Context: an optimization exercise on an open-source flow, tuned for small area and a short achievable clock period. The choices shown serve that exercise and are no tape-out recipe.
Only simulation tests tie the RTL to the original design; equivalence was not proved.
Power is estimated from default activity; no workload was simulated.

north:
## csr_unit
module csr_unit (
  input  logic        clk,
  input  logic        rst_n,
  input  logic        req_valid,
  output logic        req_ready,
  input  logic [1:0]  req_op,
  input  logic [11:0] req_addr,
  input  logic [31:0] req_wdata,
  output logic        rsp_valid,
  output logic [31:0] rsp_rdata,
  output logic        rsp_illegal,
  input  logic [1:0]  evt_kind,
  input  logic [3:0]  evt_cause,
  input  logic [31:0] evt_pc,
  input  logic [31:0] evt_tval,
  output logic        redirect_valid,
  output logic [31:0] redirect_pc,
  output logic [1:0]  priv,
  output logic        machine_interrupt
);
For scale: roughly 2900 cells after synthesis, roughly 190 I/O pins, roughly 26000 um^2 of cells after synthesis.
Settings: LEC_CHECK=0, ABC_AREA=1, CAP_MARGIN=20, CORE_MARGIN=2, CORE_UTILIZATION=40, CTS_BUF_LIST=sky130_fd_sc_hd__clkbuf_8, SETUP_SLACK_MARGIN=2.4, SLEW_MARGIN=20; clock period 5.0 ns.
standard.sh (not shown) runs the stock make flow with config.mk's settings and CLKGATE_MAP_FILE= SYNTH_SCRIPT=/design/flow/synth_recipe.tcl, a recipe that flattens the netlist after the stock synthesis.
==> flow/flow/run.sh <==
#!/bin/bash
# The standard layout, with plain sky130_fd_sc_hd__buf_1 cells as the
# input and output port buffers (buffer_ports otherwise picks a slow delay
# buffer); timing repair sizes them up where needed. The flow's full output
# goes to standard.log.
set -euo pipefail
export BUFFER_PORTS_ARGS="-buffer_cell sky130_fd_sc_hd__buf_1"
bash standard.sh > standard.log 2>&1
What south does differently from north at the input level:
# north
export LEC_CHECK = 0
export ABC_AREA = 1
export CAP_MARGIN = 20
export CORE_MARGIN = 2
export CORE_UTILIZATION = 40
export CTS_BUF_LIST = sky130_fd_sc_hd__clkbuf_8
export SETUP_SLACK_MARGIN = 2.4
export SLEW_MARGIN = 20
create_clock -name core_clock -period 5.0 [get_ports {clk}]
# south
export LEC_CHECK = 0
export ABC_AREA = 1
export CAP_MARGIN = 20
export CORE_MARGIN = 2
export CORE_UTILIZATION = 40
export CTS_BUF_LIST = sky130_fd_sc_hd__clkbuf_8
export SETUP_SLACK_MARGIN = 2.5
export SLEW_MARGIN = 20
create_clock -name core_clock -period 5.0 [get_ports {clk}]
Findings:
The final reports for south and north show area growth from synthesis to final layout higher in the former. south against north: met1 usage decreased 0.60 points; net count reported at finish was more or less identical; overall power after layout now sits higher; cell area now sits higher; data required time at the worst endpoint level. Compared with north, in south peak supply drop lost about 1%; final setup skew now larger; via count rose by 231.

========
Setup of main:
csr_unit, a different RTL version from the one above (not shown whole).
Size in the first run: ~3300 cells after synthesis, ~540 flip-flops, roughly 190 I/O pins, roughly 28000 um^2 of cells after synthesis.
clock: 5.0 ns
lec_check: 0
abc_area: 1
cap_margin: 20
core_margin: 2
core_utilization: 40
setup_slack_margin: 2.5
slew_margin: 20
==> flow/flow/run.sh <==
#!/bin/bash
# The standard layout, with plain sky130_fd_sc_hd__buf_2 cells as the
# input and output port buffers (buffer_ports otherwise picks a slow delay
# buffer). The flow's full output goes to standard.log.
set -euo pipefail
export BUFFER_PORTS_ARGS="-buffer_cell sky130_fd_sc_hd__buf_2"
bash standard.sh > standard.log 2>&1
main has completed all stages; timing, DRC and antenna checks passed.
Input-level comparison between the feature branch and main:
==> flow/run.sh (new file) <==
#!/bin/bash
# synth_recipe.tcl (not shown) runs the flow's synth.tcl, then flattens the netlist and writes it again
# the make line also repeats each setting of config.mk as NAME=value (left out here)
make -C /OpenROAD-flow-scripts/flow DESIGN_CONFIG=/design/flow/config.mk WORK_HOME=/design/flow/orfs CLKGATE_MAP_FILE= SYNTH_SCRIPT=/design/flow/synth_recipe.tcl finish
removed: flow/flow/run.sh
removed: flow/standard.sh
==> summary.txt <==
- Comparing main and the feature branch, the lower area occupied by multi-input gates was measured on main.
- Side by side, wire length turned out higher in the feature branch than in main.
- Weighted congestion reported at the end of routability-driven placement (the feature branch vs. main) decreases by a few percent
- Instance area after placement of the feature branch exceeds that of main by a few percent.
- Looking at number of antenna violations at the first check in global routing across main and the feature branch, the one that comes out higher is main.
- On setup slack after layout, main beats the feature branch.
- The feature branch ends up with a proportion of power drawn by the clock network that is 0.5 points lower than in main.

==> port drivers added, routing unchanged <==
The results above use ideal ports. As a check the final layouts listed here were re-extracted and re-timed, cells and wires unchanged.
Step 1, drivers: a clkbuf_16 drives clk and a buf_2 each remaining input, both assumed.
Step 2, shift: input delay + t, output delay - t, t = (earliest + latest rising clock arrival at the registers) / 2. This alone moves slack from input paths to output paths.
Three values: no drivers, after step 1, after step 2; two values: the first two.
| run | t (ns) | setup slack, ns | worst hold slack (ns) |
|---|---|---|---|
| north | 0.760 | 2.310 / 2.253 / 1.558 | 0.354 / 0.322 / 0.493 |
| south | 0.791 | 2.340 / 2.291 / 1.724 | 0.423 / 0.395 / 0.496 |
| main | 0.705 | 2.500 / 2.481 / 1.835 | 0.441 / 0.407 / 0.463 |
| the feature branch | 0.699 | 2.346 / 2.346 / 1.742 | 0.456 / 0.411 / 0.460 |
After both steps setup and hold are still met in every run listed. The setup slack of north, which loses most, moves by -0.057 ns with the drivers and by -0.752 ns with both steps.
